Context: an optimization exercise on an open-source flow, tuned for small area, a short achievable clock period and few clock cycles. The choices shown serve that exercise and are no tape-out recipe. Function was checked by simulation only, so behaviour that the tests miss may differ from the original. Power figures rest on the tool's default switching activity, not on a simulated workload.

==> trial 74 <==
==> flow/design.v <==
`timescale 1ns / 1ps
`default_nettype none
package bmff_pkg;
	localparam int unsigned FIELD_W = 13;
	localparam int unsigned FRAME_SH    = 4;
	localparam int unsigned FRAME_BYTES = 1 << FRAME_SH;
	typedef enum logic {
		OP_ALLOC = 1'b0,
		OP_FREE  = 1'b1
	} op_t;
	typedef enum logic {
		ST_DONE    = 1'b0,
		ST_NO_ROOM = 1'b1
	} status_t;
endpackage
`default_nettype wire
`timescale 1ns / 1ps
`default_nettype none
module bmff_div
(
	input  wire logic               clk,
	input  wire logic               arst_n,
	input  wire logic               start,
	input  wire logic [bmff_pkg::FIELD_W-1:0] dividend,
	output logic                    done,
	output logic      [bmff_pkg::FIELD_W-1:0] quotient
);
	logic               done_q;
	logic [bmff_pkg::FIELD_W-1:0] quo_q;
	always_ff @(posedge clk or negedge arst_n) begin
		if (!arst_n) begin
			done_q <= 1'b0;
		end else begin
			done_q <= start;
		end
	end
	always_ff @(posedge clk) begin
		if (start) begin
			quo_q <= dividend >> bmff_pkg::FRAME_SH;
		end
	end
	assign done     = done_q;
	assign quotient = quo_q;
endmodule
`default_nettype wire
`timescale 1ns / 1ps
`default_nettype none
module bmff_ram #(
	parameter int unsigned WIDTH = 8,
	parameter int unsigned DEPTH = 64,
	localparam int unsigned AW = (DEPTH > 1) ? $clog2(DEPTH) : 1
) (
	input  wire logic             clk,
	input  wire logic             we,
	input  wire logic [AW-1:0]    waddr,
	input  wire logic [WIDTH-1:0] wdata,
	input  wire logic [AW-1:0]    raddr,
	output logic      [WIDTH-1:0] rdata
);
	logic [WIDTH-1:0] mem_q [DEPTH];
	always_ff @(posedge clk) begin
		if (we) begin
			mem_q[waddr] <= wdata;
		end
		rdata <= mem_q[raddr];
	end
endmodule
`default_nettype wire
`timescale 1ns / 1ps
`default_nettype none
module bitmap_first_fit_frame_allocator
(
	input  wire logic        clk,
	input  wire logic        arst_n,
	input  wire logic        s_tvalid,
	output logic             s_tready,
	input  wire logic [31:0] s_tdata,    
	input  wire logic [0:0]  s_tuser,    
	output logic             m_tvalid,
	input  wire logic        m_tready,
	output logic      [15:0] m_tdata,    
	output logic      [0:0]  m_tuser     
);
	localparam int N  = 512;
	localparam int NB = 9;
	localparam int NS = N / 8;      
	localparam int H  = N / 2;      
	localparam int HW = H + 8;      
	localparam int HS = H / 8;      
	localparam int RW = 1 + NB + 6 + NB;
	logic          r_valid;
	logic          r_int;       
	logic [RW-1:0] r_req;
	logic          r_half;      
	logic          b_valid;
	logic [RW-1:0] b_req;
	logic          r_op;
	logic [NB-1:0] r_q;
	logic [5:0]    r_qhm;
	logic [NB-1:0] r_first;
	assign {r_op, r_q, r_qhm, r_first} = r_req;
	logic [RW-1:0] in_req;
	assign in_req = {s_tuser[0], s_tdata[12:4], 6'(s_tdata[12:7] - 6'd1), s_tdata[25:17]};
	logic out_valid_q;
	logic out_status_q;
	logic [NB-1:0] out_frame_q;
	logic adv;
	logic found;
	logic fire;
	logic s_acc;
	assign adv      = !out_valid_q || m_tready;
	assign s_tready = !b_valid;
	assign s_acc    = s_tvalid && s_tready;
	assign fire     = r_valid && (r_int || (adv && (r_op || found || r_half)));
	always_ff @(posedge clk or negedge arst_n) begin
		if (!arst_n) begin
			r_valid <= 1'b1;
			r_int   <= 1'b1;
			r_half  <= 1'b0;
			b_valid <= 1'b0;
		end else begin
			if (!r_valid || fire) begin
				r_valid <= b_valid || s_acc;
				r_int   <= 1'b0;
				r_half  <= 1'b0;
				b_valid <= b_valid && s_acc;
			end else begin
				if (!r_op && !found) r_half <= 1'b1;
				if (s_acc) b_valid <= 1'b1;
			end
		end
	end
	always_ff @(posedge clk) begin
		if (!r_valid || fire) begin
			r_req <= b_valid ? b_req : in_req;
		end
		if (!b_valid) begin
			b_req <= in_req;
		end
	end
	logic op_eff;
	assign op_eff = r_op || r_int;
	logic [N-1:0] used_q;
	logic [N-1:0] free_w;
	assign free_w = ~used_q;
	logic [5:0] qh;
	logic [2:0] ql;
	assign qh = r_q[8:3];
	assign ql = r_q[2:0];
	logic [NS-1:0] full;
	logic [2:0]    lead [NS];
	always_comb begin
		for (int b = 0; b < NS; b++) begin
			logic [7:0] pf;
			pf[0] = free_w[8*b];
			for (int c = 1; c < 8; c++) pf[c] = pf[c-1] & free_w[8*b+c];
			full[b]    = pf[7];
			lead[b][2] = pf[3];
			lead[b][1] = (pf[1] & !pf[3]) | pf[5];
			lead[b][0] = (pf[0] & !pf[1]) | (pf[2] & !pf[3]) | (pf[4] & !pf[5]) | pf[6];
		end
	end
	logic [NS:0] sp [6];
	logic [NS:0] fr [7];
	always_comb begin
		sp[0] = {1'b0, full};
		for (int k = 1; k < 6; k++) sp[k] = sp[k-1] & (sp[k-1] >> (1 << (k-1)));
		fr[0] = '1;
		for (int k = 0; k < 6; k++) fr[k+1] = r_qhm[k] ? (sp[k] & (fr[k] >> (1 << k))) : fr[k];
	end
	logic [HS+1:0] frw;
	always_comb begin
		for (int b = 0; b <= HS + 1; b++) begin
			frw[b] = r_half ? ((b + HS <= NS) ? fr[6][b + HS] : 1'b0) : fr[6][b];
		end
	end
	logic [2:0] lsh [8][NS];
	for (genvar b = 0; b < NS; b++) begin : g_lsh0
		assign lsh[0][b] = lead[b];
	end
	for (genvar k = 0; k < 7; k++) begin : g_lsh
		localparam int SH = (k == 0) ? HS : (1 << (6 - k));
		logic sel;
		assign sel = (k == 0) ? r_half : qh[6 - k];
		for (genvar b = 0; b < NS; b++) begin : g_b
			if (b + SH < NS) begin : g_in
				assign lsh[k+1][b] = sel ? lsh[k][b + SH] : lsh[k][b];
			end else begin : g_out
				assign lsh[k+1][b] = sel ? 3'd0 : lsh[k][b];
			end
		end
	end
	logic [HW-1:0] fw;
	always_comb begin
		for (int j = 0; j < HW; j++) begin
			fw[j] = r_half ? ((j + H < N) ? free_w[j + H] : 1'b0) : free_w[j];
		end
	end
	logic [HW-1:0] suf;
	logic [HW:0]   run8q;
	always_comb begin
		for (int b = 0; b < HW / 8; b++) begin
			suf[8*b+7] = fw[8*b+7];
			for (int c = 6; c >= 0; c--) suf[8*b+c] = suf[8*b+c+1] & fw[8*b+c];
		end
		for (int b = 0; b < HW / 8; b++) begin
			for (int c = 0; c < 8; c++) begin
				run8q[8*b+c] = (qh == 6'd0) ||
				               (suf[8*b+c] && frw[b+1] && (lsh[7][b] >= 3'(c)));
			end
		end
		run8q[HW] = (qh == 6'd0);
	end
	logic [HW-1:0] pw [3];
	logic [HW-1:0] acc [4];
	always_comb begin
		pw[0] = fw;
		pw[1] = pw[0] & (pw[0] >> 1);
		pw[2] = pw[1] & (pw[1] >> 2);
		acc[0] = fw & run8q[HW:1];
		for (int k = 0; k < 3; k++) begin
			acc[k+1] = ql[k] ? (pw[k] & (acc[k] >> (1 << k))) : acc[k];
		end
	end
	localparam int HB = NB - 1;
	logic [HB-1:0] p_idx;
	logic [NB-1:0] s_idx;
	logic [H-1:0]  tf [HB+1];
	logic [HB-1:0] ti [HB+1][H];
	always_comb begin
		tf[0] = acc[3][H-1:0];
		for (int i = 0; i < H; i++) ti[0][i] = '0;
		for (int l = 1; l <= HB; l++) begin
			tf[l] = '0;
			for (int i = 0; i < H; i++) ti[l][i] = '0;
			for (int i = 0; i < (H >> l); i++) begin
				tf[l][i] = tf[l-1][2*i] | tf[l-1][2*i+1];
				ti[l][i] = tf[l-1][2*i] ? ti[l-1][2*i] : (ti[l-1][2*i+1] | HB'(1 << (l-1)));
			end
		end
		found = tf[HB][0];
		p_idx = ti[HB][0];
	end
	assign s_idx = {r_half, p_idx};
	logic [NB-1:0] lo;
	logic [NB:0]   hi;
	assign lo = r_int ? '0 : (r_op ? r_first : s_idx);
	logic [NB-1:0] ag, ap;
	logic [NB:0]   cy;
	always_comb begin
		ag = lo & r_q;
		ap = lo | r_q;
		for (int i = 0; i <= NB; i++) begin
			cy[i] = 1'b0;
			for (int j = 0; j < i; j++) begin
				logic t;
				t = ag[j];
				for (int m = j + 1; m < i; m++) t = t & ap[m];
				cy[i] = cy[i] | t;
			end
		end
		for (int i = 0; i < NB; i++) hi[i] = (lo[i] ^ r_q[i]) ^ cy[i];
		hi[NB] = cy[NB];
	end
	logic we;
	assign we = r_valid && (r_int || adv) && (op_eff || found);
	logic [5:0] lo_s;
	logic [2:0] lo_c;
	logic [6:0] hi_s;
	logic [2:0] hi_c;
	assign {lo_s, lo_c} = lo;
	assign {hi_s, hi_c} = hi;
	logic [NS-1:0] s_gt, s_eq, s_lt, s_eqh;
	logic [7:0]    c_ge, c_le;
	always_comb begin
		for (int b = 0; b < NS; b++) begin
			s_gt[b]  = we && (6'(b) > lo_s);
			s_eq[b]  = we && (6'(b) == lo_s);
			s_lt[b]  = r_int || (7'(b) < hi_s);
			s_eqh[b] = (7'(b) == hi_s);
		end
		for (int c = 0; c < 8; c++) begin
			c_ge[c] = (3'(c) >= lo_c);
			c_le[c] = (3'(c) <= hi_c);
		end
	end
	always_ff @(posedge clk) begin
		for (int b = 0; b < NS; b++) begin
			for (int c = 0; c < 8; c++) begin
				if ((s_gt[b] || (s_eq[b] && c_ge[c])) && (s_lt[b] || (s_eqh[b] && c_le[c])))
					used_q[8*b+c] <= !op_eff;
			end
		end
	end
	logic reply;
	assign reply = fire && !r_int;
	always_ff @(posedge clk or negedge arst_n) begin
		if (!arst_n) begin
			out_valid_q <= 1'b0;
		end else begin
			out_valid_q <= reply || (out_valid_q && !m_tready);
		end
	end
	always_ff @(posedge clk) begin
		if (reply) begin
			out_status_q <= !r_op && !found;
			out_frame_q  <= (!r_op && found) ? s_idx : '0;
		end
	end
	assign m_tvalid   = out_valid_q;
	assign m_tuser[0] = out_status_q;
	assign m_tdata    = {3'b000, out_frame_q, 4'b0000};
endmodule
`default_nettype wire
==> flow/run.sh <==
#!/bin/bash
# synth_recipe.tcl (not shown) runs the flow's synth.tcl, then flattens the netlist and writes it again
# the make line also repeats each setting of config.mk as NAME=value (left out here)
make -C /OpenROAD-flow-scripts/flow DESIGN_CONFIG=/design/flow/config.mk WORK_HOME=/design/flow/orfs CLKGATE_MAP_FILE= SYNTH_SCRIPT=/design/flow/synth_recipe.tcl finish
==> flow/config.mk <==
export PLATFORM = sky130hd
export DESIGN_NAME = bitmap_first_fit_frame_allocator
export DESIGN_NICKNAME = bitmap_first_fit_frame_allocator
export VERILOG_FILES = /design/flow/design.v
export SDC_FILE = /design/flow/constraint.sdc
export NUM_CORES = 4
export LEC_CHECK = 0
export CAP_MARGIN = 20
export CELL_PAD_IN_SITES_DETAIL_PLACEMENT = 1
export CELL_PAD_IN_SITES_GLOBAL_PLACEMENT = 2
export CORE_MARGIN = 2
export CORE_UTILIZATION = 25
export PLACE_DENSITY = 0.45
export SETUP_SLACK_MARGIN = 3
export SLEW_MARGIN = 20
==> flow/constraint.sdc <==
create_clock -name core_clock -period 15.0 [get_ports {clk}]
set_input_delay 3.0000 -clock core_clock [delete_from_list [all_inputs] [get_ports {clk}]]
set_output_delay 3.0000 -clock core_clock [all_outputs]
set_load 0.01 [all_outputs]
==> trial 51 (differences from trial 74) <==
--- a/flow/design.v
+++ b/flow/design.v
@@ -244,31 +244,18 @@
 	assign s_idx = {r_half, p_idx};
 	logic [NB-1:0] lo;
-	logic [NB:0]   hi;
 	assign lo = r_int ? '0 : (r_op ? r_first : s_idx);
-	logic [NB-1:0] ag, ap;
-	logic [NB:0]   cy;
-	always_comb begin
-		ag = lo & r_q;
-		ap = lo | r_q;
-		for (int i = 0; i <= NB; i++) begin
-			cy[i] = 1'b0;
-			for (int j = 0; j < i; j++) begin
-				logic t;
-				t = ag[j];
-				for (int m = j + 1; m < i; m++) t = t & ap[m];
-				cy[i] = cy[i] | t;
-			end
-		end
-		for (int i = 0; i < NB; i++) hi[i] = (lo[i] ^ r_q[i]) ^ cy[i];
-		hi[NB] = cy[NB];
-	end
 	logic we;
 	assign we = r_valid && (r_int || adv) && (op_eff || found);
 	logic [5:0] lo_s;
 	logic [2:0] lo_c;
-	logic [6:0] hi_s;
-	logic [2:0] hi_c;
 	assign {lo_s, lo_c} = lo;
-	assign {hi_s, hi_c} = hi;
+	logic [3:0] csum;
+	logic       k;
+	logic [2:0] hi_c;
+	logic [6:0] u;
+	assign csum = {1'b0, lo_c} + {1'b0, ql};
+	assign k    = csum[3];
+	assign hi_c = csum[2:0];
+	assign u    = {1'b0, lo_s} + {1'b0, qh};
 	logic [NS-1:0] s_gt, s_eq, s_lt, s_eqh;
 	logic [7:0]    c_ge, c_le;
@@ -277,6 +264,6 @@
 			s_gt[b]  = we && (6'(b) > lo_s);
 			s_eq[b]  = we && (6'(b) == lo_s);
-			s_lt[b]  = r_int || (7'(b) < hi_s);
-			s_eqh[b] = (7'(b) == hi_s);
+			s_lt[b]  = r_int || (k ? (7'(b) <= u) : (7'(b) < u));
+			s_eqh[b] = k ? (7'(b) == u + 7'd1) : (7'(b) == u);
 		end
 		for (int c = 0; c < 8; c++) begin
Settings changed: SETUP_SLACK_MARGIN 3 to 4, TNS_END_PERCENT from default to 5.
==> trial 85 (differences from trial 74) <==
--- a/flow/design.v
+++ b/flow/design.v
@@ -244,31 +244,18 @@
 	assign s_idx = {r_half, p_idx};
 	logic [NB-1:0] lo;
-	logic [NB:0]   hi;
 	assign lo = r_int ? '0 : (r_op ? r_first : s_idx);
-	logic [NB-1:0] ag, ap;
-	logic [NB:0]   cy;
-	always_comb begin
-		ag = lo & r_q;
-		ap = lo | r_q;
-		for (int i = 0; i <= NB; i++) begin
-			cy[i] = 1'b0;
-			for (int j = 0; j < i; j++) begin
-				logic t;
-				t = ag[j];
-				for (int m = j + 1; m < i; m++) t = t & ap[m];
-				cy[i] = cy[i] | t;
-			end
-		end
-		for (int i = 0; i < NB; i++) hi[i] = (lo[i] ^ r_q[i]) ^ cy[i];
-		hi[NB] = cy[NB];
-	end
 	logic we;
 	assign we = r_valid && (r_int || adv) && (op_eff || found);
 	logic [5:0] lo_s;
 	logic [2:0] lo_c;
-	logic [6:0] hi_s;
-	logic [2:0] hi_c;
 	assign {lo_s, lo_c} = lo;
-	assign {hi_s, hi_c} = hi;
+	logic [3:0] csum;
+	logic       k;
+	logic [2:0] hi_c;
+	logic [6:0] u;
+	assign csum = {1'b0, lo_c} + {1'b0, ql};
+	assign k    = csum[3];
+	assign hi_c = csum[2:0];
+	assign u    = {1'b0, lo_s} + {1'b0, qh};
 	logic [NS-1:0] s_gt, s_eq, s_lt, s_eqh;
 	logic [7:0]    c_ge, c_le;
@@ -277,6 +264,6 @@
 			s_gt[b]  = we && (6'(b) > lo_s);
 			s_eq[b]  = we && (6'(b) == lo_s);
-			s_lt[b]  = r_int || (7'(b) < hi_s);
-			s_eqh[b] = (7'(b) == hi_s);
+			s_lt[b]  = r_int || (k ? (7'(b) <= u) : (7'(b) < u));
+			s_eqh[b] = k ? (7'(b) == u + 7'd1) : (7'(b) == u);
 		end
 		for (int c = 0; c < 8; c++) begin
Settings changed: CELL_PAD_IN_SITES_DETAIL_PLACEMENT 1 to 2, CELL_PAD_IN_SITES_GLOBAL_PLACEMENT 2 to 3, SETUP_SLACK_MARGIN 3 to 5.
==> trial 13 (differences from trial 74) <==
--- a/flow/design.v
+++ b/flow/design.v
@@ -244,31 +244,18 @@
 	assign s_idx = {r_half, p_idx};
 	logic [NB-1:0] lo;
-	logic [NB:0]   hi;
 	assign lo = r_int ? '0 : (r_op ? r_first : s_idx);
-	logic [NB-1:0] ag, ap;
-	logic [NB:0]   cy;
-	always_comb begin
-		ag = lo & r_q;
-		ap = lo | r_q;
-		for (int i = 0; i <= NB; i++) begin
-			cy[i] = 1'b0;
-			for (int j = 0; j < i; j++) begin
-				logic t;
-				t = ag[j];
-				for (int m = j + 1; m < i; m++) t = t & ap[m];
-				cy[i] = cy[i] | t;
-			end
-		end
-		for (int i = 0; i < NB; i++) hi[i] = (lo[i] ^ r_q[i]) ^ cy[i];
-		hi[NB] = cy[NB];
-	end
 	logic we;
 	assign we = r_valid && (r_int || adv) && (op_eff || found);
 	logic [5:0] lo_s;
 	logic [2:0] lo_c;
-	logic [6:0] hi_s;
-	logic [2:0] hi_c;
 	assign {lo_s, lo_c} = lo;
-	assign {hi_s, hi_c} = hi;
+	logic [3:0] csum;
+	logic       k;
+	logic [2:0] hi_c;
+	logic [6:0] u;
+	assign csum = {1'b0, lo_c} + {1'b0, ql};
+	assign k    = csum[3];
+	assign hi_c = csum[2:0];
+	assign u    = {1'b0, lo_s} + {1'b0, qh};
 	logic [NS-1:0] s_gt, s_eq, s_lt, s_eqh;
 	logic [7:0]    c_ge, c_le;
@@ -277,6 +264,6 @@
 			s_gt[b]  = we && (6'(b) > lo_s);
 			s_eq[b]  = we && (6'(b) == lo_s);
-			s_lt[b]  = r_int || (7'(b) < hi_s);
-			s_eqh[b] = (7'(b) == hi_s);
+			s_lt[b]  = r_int || (k ? (7'(b) <= u) : (7'(b) < u));
+			s_eqh[b] = k ? (7'(b) == u + 7'd1) : (7'(b) == u);
 		end
 		for (int c = 0; c < 8; c++) begin
Settings changed: TNS_END_PERCENT from default to 5.
==> run notes <==
	trial 85	trial 13	trial 51	trial 74
Routed length on met2	373 mm	350 mm	355 mm	365 mm
Global Route met3 Usage	0.251	0.249	0.265	0.318
Power dissipated in the clock network	1.64 mW	1.57 mW	1.58 mW	1.97 mW
Final setup slack of the worst path	4.46 ns	2.49 ns	3.68 ns	2.54 ns
Fin nets	12.4k	11.6k	12.0k	12.1k
Ratio of cells with drive above 1 in the final layout	0.337	0.202	0.250	0.227
Total die area	338,000 sq um	338,000 sq um	338,000 sq um	332,000 sq um
Fraction of post-synthesis cell area in the top cell type by area	0.197	0.197	0.197	0.201
Die span in x	581 microns	581 microns	581 microns	576 microns
Fin crit share	0.703	0.834	0.755	0.830
Unique masters post-synth	155	155	155	136
Achievable frequency	0.0949 GHz	0.0799 GHz	0.0883 GHz	0.0803 GHz
Register area	17,100 sq um	17,100 sq um	17,100 sq um	17,100 sq um
XOR/XNOR share of the synthesized area	0.00141	0.00141	0.00141	0.00232
Total wirelength of the detailed-routed design	980 mm	917 mm	932 mm	961 mm
Beginning of the critical path	used_q[349]	r_req[21]	used_q[342]	used_q[283]
Placement row count	211	211	211	210
Status	timing/DRC/antenna clean	timing/DRC/antenna clean	complete, but fails checks	timing/DRC/antenna clean
Layout check failures	-	-	max-capacitance violations, max-slew violations	-
Buffer and inverter count on the worst path	5	10	5	5
Worst Setup EP	used_q[82]	used_q[104]	used_q[104]	used_q[116]
Worst EP required	15.42 ns	15.35 ns	15.37 ns	15.40 ns
Clock buffers created by TritonCTS	57	56	56	76
Testbench counts of trial 74, summed over its fixed seeds: cycles 3,494.
Testbench counts of trial 51, summed over its fixed seeds: cycles 3,494.
Testbench counts of trial 85, summed over its fixed seeds: cycles 3,494.
Testbench counts of trial 13, summed over its fixed seeds: cycles 3,494.

-- separate check: timing with driven ports --
How much do the figures lean on ideal ports? The routed layouts below were timed once more, with nothing changed but the port constraints.
Step 1, drivers: a clkbuf_16 drives clk and a buf_2 each remaining input, both assumed.
Step 2 times the ports against the registers' clock, not the clock port: input delays grow and output delays shrink by t, the midpoint of the rising clock arrivals with the driver on.
Slacks: ideal ports / drivers / drivers and shift; pairs: ideal ports / drivers.
| run | t, ns | setup WS [ns] | hold WS [ns] | worst setup path after step 2 | worst register clock-pin slew, ns |
|---|---|---|---|---|---|
| trial 74 | 0.851 | 2.543 / 2.543 / 2.543 | 0.468 / 0.468 / 0.468 | register to register | 0.09 / 0.09 |
| trial 51 | 0.778 | 3.680 / 3.680 / 3.680 | 0.466 / 0.466 / 0.466 | register to register | 0.08 / 0.08 |
| trial 85 | 0.824 | 4.462 / 4.462 / 4.462 | 0.470 / 0.470 / 0.470 | register to register | 0.08 / 0.08 |
| trial 13 | 0.762 | 2.490 / 2.490 / 2.490 | 0.465 / 0.465 / 0.465 | register to register | 0.08 / 0.08 |
